Context: an optimization exercise on an open-source flow, tuned for small area. The choices shown serve that exercise and are no tape-out recipe. Only simulation tests tie the RTL to the original design; equivalence was not proved.

==> inputs of try-zinc <==
Design fir_filter, start of the top module:
module fir_filter (
    input  logic        clk,
    input  logic        rst_n,
    input  logic        wb_cyc,
    input  logic        wb_stb,
    input  logic        wb_we,
    input  logic [3:0]  wb_adr,
    input  logic [15:0] wb_dat_w,
    output logic        wb_ack,
    output logic [15:0] wb_dat_r,
    input  logic [8:0]  sample,
    input  logic        sample_valid,
    output logic [20:0] out,
    output logic        out_valid
);
export LEC_CHECK = 0
export CAP_MARGIN = 20
export CORE_MARGIN = 2
export CORE_UTILIZATION = 50
export CTS_BUF_LIST = sky130_fd_sc_hd__clkbuf_16
export CTS_CLUSTER_DIAMETER = 100
export CTS_CLUSTER_SIZE = 25
export GPL_TIMING_DRIVEN = 0
export PLACE_DENSITY = 0.65
export SETUP_SLACK_MARGIN = 0.2
export SLEW_MARGIN = 20
export SYNTH_HIERARCHICAL = 1
export SYNTH_MINIMUM_KEEP_SIZE = 0
create_clock -name core_clock -period 8.0 [get_ports {clk}]
standard.sh (not shown) runs the stock make flow with config.mk's settings and CLKGATE_MAP_FILE= SYNTH_SCRIPT=/design/flow/synth_recipe.tcl, a recipe that flattens the netlist after the stock synthesis.
==> flow/flow/run.sh <==
#!/bin/bash
# The standard layout, with every port buffered by the smallest buffer cell
# instead of the one buffer_ports picks by default.
set -o pipefail
cp standard.sh standard.sh.txt
export BUFFER_PORTS_ARGS="-buffer_cell sky130_fd_sc_hd__buf_1"
bash standard.sh > standard.log 2>&1
==> try-delta: changes against try-zinc <==
--- a/flow/design.v
+++ b/flow/design.v
@@ -2214,52 +2214,52 @@
         r1_6 <= n1574;
         r1_7 <= n1576;
         r1_8 <= n1037;
         r1_9 <= n1114;
         r1_10 <= n1577;
-        r1_11 <= n1115;
-        r1_12 <= n1194;
+        r1_11 <= n1194;
+        r1_12 <= n1115;
         r1_13 <= n1196;
-        r1_14 <= n1197;
-        r1_15 <= n1270;
-        r1_16 <= n1272;
+        r1_14 <= n1270;
+        r1_15 <= n1272;
+        r1_16 <= n1197;
         r1_17 <= n1274;
-        r1_18 <= n1273;
-        r1_19 <= n1275;
-        r1_20 <= n1340;
+        r1_18 <= n1340;
+        r1_19 <= n1273;
+        r1_20 <= n1275;
         r1_21 <= n1342;
         r1_22 <= n1344;
-        r1_23 <= n1343;
-        r1_24 <= n1345;
-        r1_25 <= n1400;
+        r1_23 <= n1400;
+        r1_24 <= n1343;
+        r1_25 <= n1345;
         r1_26 <= n1402;
         r1_27 <= n1404;
-        r1_28 <= n1403;
-        r1_29 <= n1405;
-        r1_30 <= n1450;
-        r1_31 <= n1452;
+        r1_28 <= n1450;
+        r1_29 <= n1403;
+        r1_30 <= n1452;
+        r1_31 <= n1405;
         r1_32 <= n1454;
-        r1_33 <= n1453;
-        r1_34 <= n1455;
-        r1_35 <= n1490;
-        r1_36 <= n1492;
+        r1_33 <= n1490;
+        r1_34 <= n1453;
+        r1_35 <= n1492;
+        r1_36 <= n1455;
         r1_37 <= n1494;
-        r1_38 <= n1493;
-        r1_39 <= n1495;
-        r1_40 <= n1520;
-        r1_41 <= n1522;
+        r1_38 <= n1520;
+        r1_39 <= n1493;
+        r1_40 <= n1522;
+        r1_41 <= n1495;
         r1_42 <= n1524;
         r1_43 <= n1525;
         r1_44 <= n1544;
         r1_45 <= n1546;
         r1_46 <= n1545;
-        r1_47 <= n1547;
-        r1_48 <= n1556;
+        r1_47 <= n1556;
+        r1_48 <= n1547;
         r1_49 <= n1558;
         r1_50 <= n1557;
-        r1_51 <= n1559;
-        r1_52 <= n1562;
+        r1_51 <= n1562;
+        r1_52 <= n1559;
         r1_53 <= n1561;
         r1_54 <= n1563;
     end
     wire n1580, n1581;
     fir_fa u_n1580 (.a(r1_8), .b(r1_9), .c(r1_10), .s(n1580), .co(n1581));
==> flow/run.sh (new file) <==
#!/bin/bash
# synth_recipe.tcl (not shown) runs the flow's synth.tcl, then flattens the netlist and writes it again
# the make line also repeats each setting of config.mk as NAME=value (left out here)
make -C /OpenROAD-flow-scripts/flow DESIGN_CONFIG=/design/flow/config.mk WORK_HOME=/design/flow/orfs CLKGATE_MAP_FILE= SYNTH_SCRIPT=/design/flow/synth_recipe.tcl finish
- CORE_UTILIZATION: 50 -> 55
- CTS_BUF_LIST: sky130_fd_sc_hd__clkbuf_16 -> unset
- CTS_CLUSTER_DIAMETER: 100 -> unset
- CTS_CLUSTER_SIZE: 25 -> unset
- PLACE_DENSITY: 0.65 -> 0.7
- SETUP_SLACK_MARGIN: 0.2 -> unset
removed: flow/flow/run.sh
removed: flow/standard.sh
==> comparison table <==
|  | try-zinc | try-delta |
|---|---|---|
| Total routing resource utilization after global routing | 40.1% | 41.5% |
| Total iterations of the first detailed-routing run | 14 | 17 |
| Final Worst Setup Slack | 0.291 ns | 0.154 ns |
| Post-DP HPWL | 81700 um | 78100 um |
| Cts bufs inserted | 15 | 29 |
| Final non-clock buffer share | 2.17% | 3.00% |
| Wire length of the first global-routing pass | 147000 um | 142000 um |
| Area overhead of the layout relative to synthesis | 6.75% | 9.54% |
| Result of the run | finished clean | finished clean |
| Peak clock frequency supported by timing | 130 MHz | 127 MHz |
| Combined area of the multi-input logic cells | 0.0181 mm2 | 0.0181 mm2 |
| Clock Pin Slew Worst Setup and Hold Paths | 0.09 ns | 0.06 ns |
| Gpl congestion | 1.04 | 1.02 |
| Die span in y | 228 um | 217 um |
| Overall die area | 0.0518 mm2 | 0.0471 mm2 |
| Post-Place Setup Slack | 0.319 ns | 0.394 ns |
| Starting density of the core | 50.8% | 55.4% |

==> static timing again, ports no longer ideal <==
In the flow no input, the clock included, has a driving cell. The finished layouts below were timed again as built, in two steps.
Step 1 sets driving cells, clkbuf_16 on the clock port and buf_2 on the other inputs (assumed; they add their load-dependent delay and slew).
Step 2, shift: input delay + t, output delay - t, t = (earliest + latest rising clock arrival at the registers) / 2. This alone moves slack from input paths to output paths.
Slacks: ideal / step 1 / step 2; pairs: ideal / step 1.
| run | t, ns | setup WS [ns] | worst register clock-pin slew, ns | pins driven straight from the clock port |
|---|---|---|---|---|
| try-zinc | 0.599 | 0.291 / 0.291 / 0.291 | 0.10 / 0.10 | 1 |
| try-delta | 0.649 | 0.154 / 0.154 / 0.154 | 0.07 / 0.07 | 1 |
After both steps every run listed still meets setup and hold.
